Background: an optimization exercise with open tools, aiming at small area, a short achievable clock period and few clock cycles per item. Do not read the settings as production practice. Function was checked by simulation only, so behaviour that the tests miss may differ from the original. No activity file was given, so power comes from the tool's default toggle rates.

==> run E: inputs <==
// fir_filter_pcm16
module fir_filter_pcm16 #(
  parameter int TAPS = 32
) (
  input  wire logic               clk,
  input  wire logic               rst_n,
  input  wire logic               in_valid,
  output logic                    in_ready,
  input  wire logic               in_command,
  input  wire logic [4:0]         in_tap_index,
  input  wire logic signed [17:0] in_coefficient,
  input  wire logic signed [15:0] in_sample,
  input  wire logic               in_start_of_stream,
  output logic                    out_valid,
  input  wire logic               out_ready,
  output logic signed [15:0]      out_sample,
  output logic                    out_saturated,
  input  wire logic               cfg_wr_en,
  input  wire logic [5:0]         cfg_wr_data
);
make LEC_CHECK=0 ABC_AREA=1 CAP_MARGIN=20 CORE_MARGIN=2 CORE_UTILIZATION=40 CTS_BUF_LIST='sky130_fd_sc_hd__clkbuf_4 sky130_fd_sc_hd__clkbuf_8' PLACE_DENSITY=0.55 SETUP_SLACK_MARGIN=4.3 SLEW_MARGIN=20 finish   # period 8.0 ns
run.sh (not shown) runs the stock make flow with config.mk's settings and CLKGATE_MAP_FILE= SYNTH_SCRIPT=/design/flow/synth_recipe.tcl, a recipe that flattens the netlist after the stock synthesis.
==> run P: changes against run E <==
==> flow/config.mk (replaced) <==
export PLATFORM = sky130hd
export DESIGN_NAME = fir_filter_pcm16
export DESIGN_NICKNAME = fir_filter_pcm16
export VERILOG_FILES = /design/flow/design.v
export SDC_FILE = /design/flow/constraint.sdc
export NUM_CORES = 4
export LEC_CHECK = 0
export ABC_AREA = 1
export CAP_MARGIN = 20
export CORE_MARGIN = 2
export CORE_UTILIZATION = 40
export PLACE_DENSITY = 0.6
export SETUP_SLACK_MARGIN = 3.8
export SLEW_MARGIN = 20
==> run H: changes against run E <==
--- a/flow/design.v
+++ b/flow/design.v
@@ -6041,16 +6041,16 @@
   always_ff @(posedge clk) begin
     for (int n = 0; n < 16; n++) begin
       logic [15:0] x;
       logic [16:0] xe;
       if (op_sel_r) begin
         x = mask_r[n+16] ? hist_r[n+16] : 16'd0;
-        opc_r[18*n +: 18] <= coef_r[n+16];
+        opc_r[18*n +: 18] <= ~coef_r[n+16];
       end else begin
         x = mask_r[n] ? hist_r[n] : 16'd0;
-        opc_r[18*n +: 18] <= coef_r[n];
+        opc_r[18*n +: 18] <= ~coef_r[n];
       end
       xe = {x, 1'b0};
       for (int j = 0; j < 8; j++) begin
         dig_r[24*n + 3*j]     <= xe[2*j+1] ^ xe[2*j];
         dig_r[24*n + 3*j + 1] <= (xe[2*j+2] & ~xe[2*j+1] & ~xe[2*j]) |
                                  (~xe[2*j+2] & xe[2*j+1] & xe[2*j]);
@@ -6061,13 +6061,13 @@
   logic [38:0] sum_s, sum_c, acc_s_r, acc_c_r, acc_s, acc_c;
   assign acc_s = st_first_r[NS-1] ? 39'd0 : acc_s_r;
   assign acc_c = st_first_r[NS-1] ? 39'd0 : acc_c_r;
   fir_pcm_mac u_mac (
     .clk   (clk),
     .dig   (dig_r),
-    .coef  (opc_r),
+    .coef  (~opc_r),
     .acc_s (acc_s),
     .acc_c (acc_c),
     .sum_s (sum_s),
     .sum_c (sum_c)
   );
   always_ff @(posedge clk) begin
--- a/flow/config.mk
+++ b/flow/config.mk
@@ -7,9 +7,11 @@
 export LEC_CHECK = 0
 export ABC_AREA = 1
 export CAP_MARGIN = 20
 export CORE_MARGIN = 2
 export CORE_UTILIZATION = 40
 export CTS_BUF_LIST = sky130_fd_sc_hd__clkbuf_4 sky130_fd_sc_hd__clkbuf_8
-export PLACE_DENSITY = 0.55
-export SETUP_SLACK_MARGIN = 4.3
+export CTS_CLUSTER_DIAMETER = 80
+export CTS_CLUSTER_SIZE = 12
+export PLACE_DENSITY = 0.5
+export SETUP_SLACK_MARGIN = 4.0
 export SLEW_MARGIN = 20
==> results by group <==
Critical path
  – Critical Path Max Stage Delay: 980 ps
  – Slowest stage cell, crit path: fa_1
  – WP depth: 8

Route
  – Met3 Wirelength: 117 mm
  – Met1 wire length: 378 mm

Outcome
  – Status: finished clean

Clock tree
  – Num CTS Buffers: 318
  – Root cell of the clock tree: clkbuf_16

STA
  – Max-slew headroom: 14.5%

Logic synthesis
  – Top post-synthesis cells by count: 2688 x inv_1, 2496 x xor2_1, 2460 x fa_1
  – Compound-gate portion of the synthesized area: 10.2%
  – Post-Synthesis Cell Area: 184000 um^2

Final layout
  – Multi-input logic area: 104000 um^2
# the run above: run P

==> results by group <==
Outcome
  – Status: finished clean

Critical path
  – Critical Path Max Stage Delay: 1040 ps
  – Slowest stage cell, crit path: dfxtp_1
  – WP depth: 7
  – Max Fanout on Critical Path: 16

Power and ir drop
  – Sequential power: 15.7 mW

Global route
  – Busiest grt layer: met2

Route
  – Wire per inst: 40.2 um

STA
  – Max-slew headroom: 11.9%
  – Slew Viols, Final: 0

Logic synthesis
  – Post-Synthesis Cell Area: 184000 um^2
  – Compound-gate portion of the synthesized area: 10.3%
  – Top post-synthesis cells by count: 2469 x xor2_1, 2460 x fa_1, 2398 x inv_1

Clock tree
  – Num CTS Buffers: 284
  – Gates resized, CTS repair: 420
# the run above: run H

==> results by group <==
Outcome
  – Status: failed layout checks
  – Layout check faults: antenna violations

Final layout
  – Multi-input logic area: 108000 um^2

STA
  – Max-slew headroom: 3.78%

Clock tree
  – Root cell of the clock tree: clkbuf_8

Route
  – Post-DRT Antenna Nets: 1
  – Met3 Wirelength: 116 mm

Logic synthesis
  – Post-Synthesis Cell Area: 184000 um^2
  – Top post-synthesis cells by count: 2688 x inv_1, 2496 x xor2_1, 2460 x fa_1
# the run above: run E

Testbench counts of run E, summed over its fixed seeds: cycles 5,271, items 2,263.
Testbench counts of run P, summed over its fixed seeds: cycles 5,271, items 2,263.
Testbench counts of run H, summed over its fixed seeds: cycles 5,271, items 2,263.

re-timing with driven ports:
The flow's constraints put no driver on any port. The routed layouts listed below were extracted and timed again, unchanged, in two steps. Step 1: set_driving_cell puts a clkbuf_16 on clk and a buf_2 on each other input, an assumption about the parent block. Step 2, shift: input delay + t, output delay - t, t = (earliest + latest rising clock arrival at the registers) / 2. This alone moves slack from input paths to output paths. a / b / c = no drivers / after step 1 / after step 2; a / b = the first two.
| run | t, ns | setup slack, ns | worst slew at a driven data input, ns | cell pins on the clock port's net |
|---|---|---|---|---|
| run E | 1.388 | 3.974 / 3.974 / 3.147 | 0.22 | 1 |
| run P | 1.135 | 3.642 / 3.642 / 2.827 | 0.04 | 1 |
| run H | 1.323 | 3.901 / 3.901 / 2.920 | 0.14 | 1 |
For run H, which loses most, drivers alone change the setup slack by 0.000 ns; drivers and shift together by -0.981 ns.
